From an optimization exercise on the open Yosys and OpenROAD flow, aimed at small area and a short achievable clock period; shortcuts taken in it are not production practice. RTL that was checked went through simulation tests only; none was proved equivalent to the original.

==> inputs of exp/maple <==
## decode_stage
module decode_stage (
  input  logic                 clock,
  input  logic                 reset,
  input  logic                 if_valid,
  input  isa_pkg::word_t                if_instruction,
  input  isa_pkg::word_t                if_pc,
  input  logic                 ex_allow_in,
  input  logic                 ex_write_valid,
  input  isa_pkg::reg_addr_t            ex_write_register,
  input  logic                 wb_write_enable,
  input  isa_pkg::reg_addr_t            wb_write_register,
  input  isa_pkg::word_t                wb_write_data,
  output logic                 allow_in,
  output logic                 branch_taken,
  output isa_pkg::word_t                branch_target,
  output logic                 ex_valid,
  output isa_pkg::word_t                ex_pc,
  output isa_pkg::word_t                ex_rs_value,
  output isa_pkg::word_t                ex_rt_value,
  output logic [decode_pkg::imm_width-1:0] ex_immediate,
  output isa_pkg::reg_addr_t            ex_dest_register,
  output logic                 ex_register_write,
  output decode_pkg::alu_op_t              ex_alu_op,
  output logic                 ex_src1_is_shamt,
  output logic                 ex_src1_is_pc,
  output logic                 ex_src2_is_imm,
  output logic                 ex_src2_is_unsigned,
  output logic                 ex_src2_is_8,
  output logic                 ex_mem_write,
  output logic                 ex_is_load,
  output decode_pkg::mem_size_t            ex_mem_size,
  output logic                 ex_mem_unsigned
);
==> flow/config.mk <==
export PLATFORM = sky130hd
export DESIGN_NAME = decode_stage
export DESIGN_NICKNAME = decode_stage
export VERILOG_FILES = /design/flow/design.v
export SDC_FILE = /design/flow/constraint.sdc
export NUM_CORES = 4
export LEC_CHECK = 0
export CAP_MARGIN = 10
export CORE_MARGIN = 2
export CORE_UTILIZATION = 35
export SETUP_SLACK_MARGIN = 3.0
export SLEW_MARGIN = 10
export SYNTH_HIERARCHICAL = 1
==> flow/constraint.sdc <==
create_clock -name core_clock -period 7.5 [get_ports {clock}]
set_input_delay 1.5000 -clock core_clock [delete_from_list [all_inputs] [get_ports {clock}]]
set_output_delay 1.5000 -clock core_clock [all_outputs]
set_load 0.01 [all_outputs]
standard.sh (not shown) runs the stock make flow with config.mk's settings and CLKGATE_MAP_FILE= SYNTH_SCRIPT=/design/flow/synth_recipe.tcl, a recipe that flattens the netlist after the stock synthesis.
==> flow/flow/run.sh <==
#!/bin/bash
# Standard layout with two changes: input/output ports get the smallest
# buffer (buf_1) instead of clkdlybuf4s50_1, and CTS adds no dummy loads.
# Every tool's output goes to ORFS's own per-step logs under orfs/logs;
# make's output goes to flow_make.log here.
set -euo pipefail
export BUFFER_PORTS_ARGS="-buffer_cell sky130_fd_sc_hd__buf_1"
export CTS_ARGS="-sink_clustering_enable -repair_clock_nets -sink_clustering_size 24 -sink_clustering_max_diameter 100 -dont_use_dummy_load"
bash standard.sh > flow_make.log 2>&1
==> inputs of exp/tundra, as changes to exp/maple <==
--- a/flow/design.v
+++ b/flow/design.v
@@ -270,15 +270,12 @@
       .y (t[g])
     );
   end
   assign t[10] = !(d[31] && s[31]);
   assign y = !(&t);
 endmodule
-module gate_xor2 (input logic a, input logic b, output logic y);
-  assign y = a ^ b;
-endmodule
 module gate_xnor2 (input logic a, input logic b, output logic y);
   assign y = !(a ^ b);
 endmodule
 module gate_nand2 (input logic a, input logic b, output logic y);
   assign y = !(a && b);
 endmodule
@@ -288,38 +285,46 @@
 module gate_nand3 (input logic a, input logic b, input logic c, output logic y);
   assign y = !(a && b && c);
 endmodule
 module gate_nand4 (input logic a, input logic b, input logic c, input logic d, output logic y);
   assign y = !(a && b && c && d);
 endmodule
+module gate_and2 (input logic a, input logic b, output logic y);
+  assign y = a && b;
+endmodule
+module gate_a22oi (input logic a1, input logic a2, input logic b1, input logic b2, output logic y);
+  assign y = !((a1 && a2) || (b1 && b2));
+endmodule
 module eq32 (
   input  isa_pkg::word_t a,
   input  isa_pkg::word_t b,
-  output logic           y
+  output logic           y,
+  output logic           n
 );
-  logic [31:0] d;
-  logic [15:0] e1;
-  logic [7:0] d2;
-  logic [3:0] e3;
-  logic [1:0] d4;
+  logic [31:0] e;
+  logic [15:0] d1;
+  logic [7:0] e2;
+  logic [3:0] d3;
+  logic [1:0] e4;
   for (genvar k = 0; k < 32; k++) begin : g_x
-    gate_xor2 x_i (.a(a[k]), .b(b[k]), .y(d[k]));
+    gate_xnor2 x_i (.a(a[k]), .b(b[k]), .y(e[k]));
   end
   for (genvar k = 0; k < 16; k++) begin : g_1
-    gate_nor2 n_i (.a(d[2*k]), .b(d[2*k+1]), .y(e1[k]));
+    gate_nand2 n_i (.a(e[2*k]), .b(e[2*k+1]), .y(d1[k]));
   end
   for (genvar k = 0; k < 8; k++) begin : g_2
-    gate_nand2 n_i (.a(e1[2*k]), .b(e1[2*k+1]), .y(d2[k]));
+    gate_nor2 n_i (.a(d1[2*k]), .b(d1[2*k+1]), .y(e2[k]));
   end
   for (genvar k = 0; k < 4; k++) begin : g_3
-    gate_nor2 n_i (.a(d2[2*k]), .b(d2[2*k+1]), .y(e3[k]));
+    gate_nand2 n_i (.a(e2[2*k]), .b(e2[2*k+1]), .y(d3[k]));
   end
   for (genvar k = 0; k < 2; k++) begin : g_4
-    gate_nand2 n_i (.a(e3[2*k]), .b(e3[2*k+1]), .y(d4[k]));
+    gate_nor2 n_i (.a(d3[2*k]), .b(d3[2*k+1]), .y(e4[k]));
   end
-  gate_nor2 n5_i (.a(d4[0]), .b(d4[1]), .y(y));
+  gate_and2 y_i (.a(e4[0]), .b(e4[1]), .y(y));
+  gate_nand2 n_i (.a(e4[0]), .b(e4[1]), .y(n));
 endmodule
 module zero32 (
   input  isa_pkg::word_t a,
   output logic           y
 );
   logic [15:0] z1;
@@ -443,27 +448,30 @@
 endmodule
 module branch_late (
   input  logic invalid,
   input  logic eq_array,
   input  logic eq_rs_wb,
   input  logic eq_wb_rt,
+  input  logic ne_array,
+  input  logic ne_rs_wb,
+  input  logic ne_wb_rt,
   input  logic wb_data_zero,
   input  logic array_equal,
   input  logic array_unequal,
   input  logic rs_wb_equal,
   input  logic rs_wb_unequal,
   input  logic wb_rt_equal,
   input  logic wb_rt_unequal,
   input  logic wb_zero,
   input  logic wb_nonzero,
   output logic taken
 );
   logic [3:0] not_taken;
-  gate_mux2i array_i (.s(eq_array), .a0(array_unequal), .a1(array_equal), .y(not_taken[0]));
-  gate_mux2i rs_wb_i (.s(eq_rs_wb), .a0(rs_wb_unequal), .a1(rs_wb_equal), .y(not_taken[1]));
-  gate_mux2i wb_rt_i (.s(eq_wb_rt), .a0(wb_rt_unequal), .a1(wb_rt_equal), .y(not_taken[2]));
+  gate_a22oi array_i (.a1(eq_array), .a2(array_equal), .b1(ne_array), .b2(array_unequal), .y(not_taken[0]));
+  gate_a22oi rs_wb_i (.a1(eq_rs_wb), .a2(rs_wb_equal), .b1(ne_rs_wb), .b2(rs_wb_unequal), .y(not_taken[1]));
+  gate_a22oi wb_rt_i (.a1(eq_wb_rt), .a2(wb_rt_equal), .b1(ne_wb_rt), .b2(wb_rt_unequal), .y(not_taken[2]));
   gate_mux2i zero_i (.s(wb_data_zero), .a0(wb_nonzero), .a1(wb_zero), .y(not_taken[3]));
   gate_a41oi taken_i (.a1(not_taken[0]), .a2(not_taken[1]), .a3(not_taken[2]), .a4(not_taken[3]),
                      .b1(invalid), .y(taken));
 endmodule
 module decode_stage (
   input  logic                 clock,
@@ -632,21 +640,15 @@
   logic rs_field_nonzero;
   logic rt_field_nonzero;
   assign rs_field_nonzero = (rs != '0);
   assign rt_field_nonzero = (rt != '0);
   logic if_rs_forward;
   logic if_rt_forward;
-  logic rs_forward;
-  logic rt_forward;
   assign wb_nonzero = wb_write_enable && wb_write_register != '0;
   assign if_rs_forward = wb_nonzero && wb_write_register == if_rs;
   assign if_rt_forward = wb_nonzero && wb_write_register == if_rt;
-  forward_match rs_forward_i (.write_enable(wb_write_enable), .write_register(wb_write_register),
-                              .read_register(rs), .read_nonzero(rs_field_nonzero), .y(rs_forward));
-  forward_match rt_forward_i (.write_enable(wb_write_enable), .write_register(wb_write_register),
-                              .read_register(rt), .read_nonzero(rt_field_nonzero), .y(rt_forward));
   isa_pkg::word_t rs_array_value;
   isa_pkg::word_t rt_array_value;
   logic hold_rs_forward;
   logic hold_rt_forward;
   forward_match hold_rs_forward_i (.write_enable(wb_write_enable), .write_register(wb_write_register),
                                    .read_register(rs), .read_nonzero(rs_field_nonzero), .y(hold_rs_forward));
@@ -673,22 +675,38 @@
   end
   always_ff @(posedge clock) begin
     rs_array_value <= rs_next;
     rt_array_value <= rt_next;
     rs_zero <= rs_zero_next;
   end
-  assign ex_rs_value = rs_forward ? wb_write_data : rs_array_value;
-  assign ex_rt_value = rt_forward ? wb_write_data : rt_array_value;
+  logic [3:0] rs_forward_byte;
+  logic [3:0] rt_forward_byte;
+  logic [3:0] target_forward_byte;
+  for (genvar k = 0; k < 4; k++) begin : g_byte
+    forward_match rs_byte_i (.write_enable(wb_write_enable), .write_register(wb_write_register),
+                             .read_register(rs), .read_nonzero(rs_field_nonzero), .y(rs_forward_byte[k]));
+    forward_match rt_byte_i (.write_enable(wb_write_enable), .write_register(wb_write_register),
+                             .read_register(rt), .read_nonzero(rt_field_nonzero), .y(rt_forward_byte[k]));
+    forward_match target_byte_i (.write_enable(wb_write_enable), .write_register(wb_write_register),
+                                 .read_register(rs), .read_nonzero(rs_field_nonzero), .y(target_forward_byte[k]));
+    assign ex_rs_value[8*k +: 8] = rs_forward_byte[k] ? wb_write_data[8*k +: 8] : rs_array_value[8*k +: 8];
+    assign ex_rt_value[8*k +: 8] = rt_forward_byte[k] ? wb_write_data[8*k +: 8] : rt_array_value[8*k +: 8];
+    assign branch_target[8*k +: 8] = !target_from_rs ? static_target[8*k +: 8] :
+                                     target_forward_byte[k] ? wb_write_data[8*k +: 8] : rs_array_value[8*k +: 8];
+  end
   logic eq_array;
   logic eq_rs_wb;
   logic eq_wb_rt;
   logic branch_rs_forward;
   logic branch_rt_forward;
-  eq32 eq_array_i (.a(rs_array_value), .b(rt_array_value), .y(eq_array));
-  eq32 eq_rs_wb_i (.a(rs_array_value), .b(wb_write_data), .y(eq_rs_wb));
-  eq32 eq_wb_rt_i (.a(wb_write_data), .b(rt_array_value), .y(eq_wb_rt));
+  logic ne_array;
+  logic ne_rs_wb;
+  logic ne_wb_rt;
+  eq32 eq_array_i (.a(rs_array_value), .b(rt_array_value), .y(eq_array), .n(ne_array));
+  eq32 eq_rs_wb_i (.a(rs_array_value), .b(wb_write_data), .y(eq_rs_wb), .n(ne_rs_wb));
+  eq32 eq_wb_rt_i (.a(wb_write_data), .b(rt_array_value), .y(eq_wb_rt), .n(ne_wb_rt));
   forward_match branch_rs_forward_i (.write_enable(wb_write_enable), .write_register(wb_write_register),
                                      .read_register(rs), .read_nonzero(rs_field_nonzero), .y(branch_rs_forward));
   forward_match branch_rt_forward_i (.write_enable(wb_write_enable), .write_register(wb_write_register),
                                      .read_register(rt), .read_nonzero(rt_field_nonzero), .y(branch_rt_forward));
   logic eq_kind;
   logic ne_kind;
@@ -720,19 +738,15 @@
     .rs_wb_equal(rs_wb_equal), .rs_wb_unequal(rs_wb_unequal),
     .wb_rt_equal(wb_rt_equal), .wb_rt_unequal(wb_rt_unequal),
     .wb_zero(wb_zero), .wb_nonzero(wb_nonzero_taken));
   branch_late branch_late_i (
     .invalid(!ex_valid),
     .eq_array(eq_array), .eq_rs_wb(eq_rs_wb), .eq_wb_rt(eq_wb_rt),
+    .ne_array(ne_array), .ne_rs_wb(ne_rs_wb), .ne_wb_rt(ne_wb_rt),
     .wb_data_zero(wb_data_zero),
     .array_equal(array_equal), .array_unequal(array_unequal),
     .rs_wb_equal(rs_wb_equal), .rs_wb_unequal(rs_wb_unequal),
     .wb_rt_equal(wb_rt_equal), .wb_rt_unequal(wb_rt_unequal),
     .wb_zero(wb_zero), .wb_nonzero(wb_nonzero_taken),
     .taken(branch_taken));
-  logic target_rs_forward;
-  forward_match target_rs_forward_i (.write_enable(wb_write_enable), .write_register(wb_write_register),
-                                     .read_register(rs), .read_nonzero(rs_field_nonzero), .y(target_rs_forward));
-  assign branch_target = !target_from_rs ? static_target :
-                         target_rs_forward ? wb_write_data : rs_array_value;
 endmodule
 `default_nettype wire
CORE_UTILIZATION = 40   (was 35)
==> inputs of exp/sierra, as changes to exp/maple <==
--- a/flow/design.v
+++ b/flow/design.v
@@ -589,24 +589,23 @@
       ex_register_write <= if_register_write;
       ex_alu_op <= if_alu_op;
       ex_src1_is_shamt <= if_src1_is_shamt;
       ex_src1_is_pc <= if_src1_is_pc;
       ex_src2_is_imm <= if_src2_is_imm;
       ex_src2_is_unsigned <= if_src2_is_unsigned;
+      ex_src2_is_8 <= if_src2_is_8;
       ex_mem_write <= if_mem_write;
       ex_is_load <= if_is_load;
       ex_mem_size <= if_mem_size;
       ex_mem_unsigned <= if_mem_unsigned;
       branch_kind <= if_branch_kind;
       branch_cond <= if_branch_cond;
       target_from_rs <= if_target_from_rs;
-      static_target[31:2] <= if_static_target[31:2];
+      static_target <= if_static_target;
     end
   end
-  assign ex_src2_is_8 = ex_src1_is_pc;
-  assign static_target[1:0] = branch_kind[decode_pkg::branch_jump_bit] ? 2'b00 : ex_pc[1:0];
   isa_pkg::word_t registers [1:31];
   logic [31:1] write_select;
   logic [31:1] if_rs_select;
   logic [31:1] if_rt_select;
   for (genvar r = 1; r < 32; r++) begin : g_reg
     assign write_select[r] = wb_write_enable && (wb_write_register == 5'(r));
==> flow/flow/run.sh (replaced) <==
#!/bin/bash
# Standard layout with two changes: input/output ports get the smallest
# buffer (buf_1) instead of clkdlybuf4s50_1, and CTS adds no dummy loads.
# Every tool's output goes to ORFS's own per-step logs under orfs/logs;
# make's output goes to flow_make.log here.
set -euo pipefail
export BUFFER_PORTS_ARGS="-buffer_cell sky130_fd_sc_hd__buf_1"
export CTS_ARGS="-sink_clustering_enable -repair_clock_nets -sink_clustering_size 20 -sink_clustering_max_diameter 80 -dont_use_dummy_load"
bash standard.sh > flow_make.log 2>&1
==> metrics.md <==
| Metric | Value |
|---|---|
| R2R setup slack | 3.78 ns |
| Multi-input combinational area share | 28.3% |
| Die width | 389 um |
| Layout cells sized above 1 | 18.8% |
| Detailed Place HPWL | 131000 um |
| CP arrival | 3.24 ns |
| Outcome | complete, no violations |
| Setup bufs post-CTS | 47 |
| Final wirelength | 210000 um |
| Met2 GRT Util | 41.3% |
| Data buffer area share | 7.68% |
| Final non-filler cell total | 5763 |
(the above is from exp/maple)
==> metrics.md <==
| Metric | Value |
|---|---|
| CP arrival | 3.13 ns |
| Multi-input combinational area share | 29.2% |
| Final non-filler cell total | 5635 |
| Met2 GRT Util | 46.6% |
| Setup bufs post-CTS | 29 |
| Outcome | complete, no violations |
| Die width | 366 um |
| Layout cells sized above 1 | 17.4% |
| Final wirelength | 207000 um |
| Detailed Place HPWL | 134000 um |
(the above is from exp/tundra)
==> metrics.md <==
| Metric | Value |
|---|---|
| Outcome | complete, no violations |
| Setup bufs post-CTS | 50 |
| Layout cells sized above 1 | 19.7% |
| Multi-input combinational area share | 28.1% |
| Final non-filler cell total | 5785 |
| Largest net degree at the start of global routing | 68 |
| Final wirelength | 214000 um |
| Met2 GRT Util | 42.7% |
| CP arrival | 3.17 ns |
| Post_cts resized | 294 |
| Die width | 389 um |
| Clk sink count | 1177 |
| Data buffer area share | 7.26% |
(the above is from exp/sierra)
Function not checked in exp/sierra: the RTL went through the layout flow alone.

-- separate check: timing with driven ports --
The flow's constraints put no driver on any port. The routed layouts listed below were extracted and timed again, unchanged, in two steps.
Step 1, drivers: a clkbuf_16 drives clock and a buf_2 each remaining input, both assumed.
Step 2 times the ports against the registers' clock, not the clock port: input delays grow and output delays shrink by t, the midpoint of the rising clock arrivals with the driver on.
Three values: ideal ports, drivers, drivers and shift; two values: the first two.
| run | t, ns | setup WS [ns] | worst setup path after step 2 | worst register clock-pin slew, ns |
|---|---|---|---|---|
| exp/maple | 0.761 | 2.758 / 2.652 / 2.321 | input to register | 0.11 / 0.11 |
| exp/tundra | 0.752 | 2.874 / 2.718 / 2.238 | input to register | 0.10 / 0.10 |
| exp/sierra | 0.730 | 2.834 / 2.713 / 2.167 | input to register | 0.09 / 0.09 |
After both steps every run listed still meets setup and hold. The setup slack of exp/sierra, which loses most, moves by -0.121 ns with the drivers and by -0.667 ns with both steps.
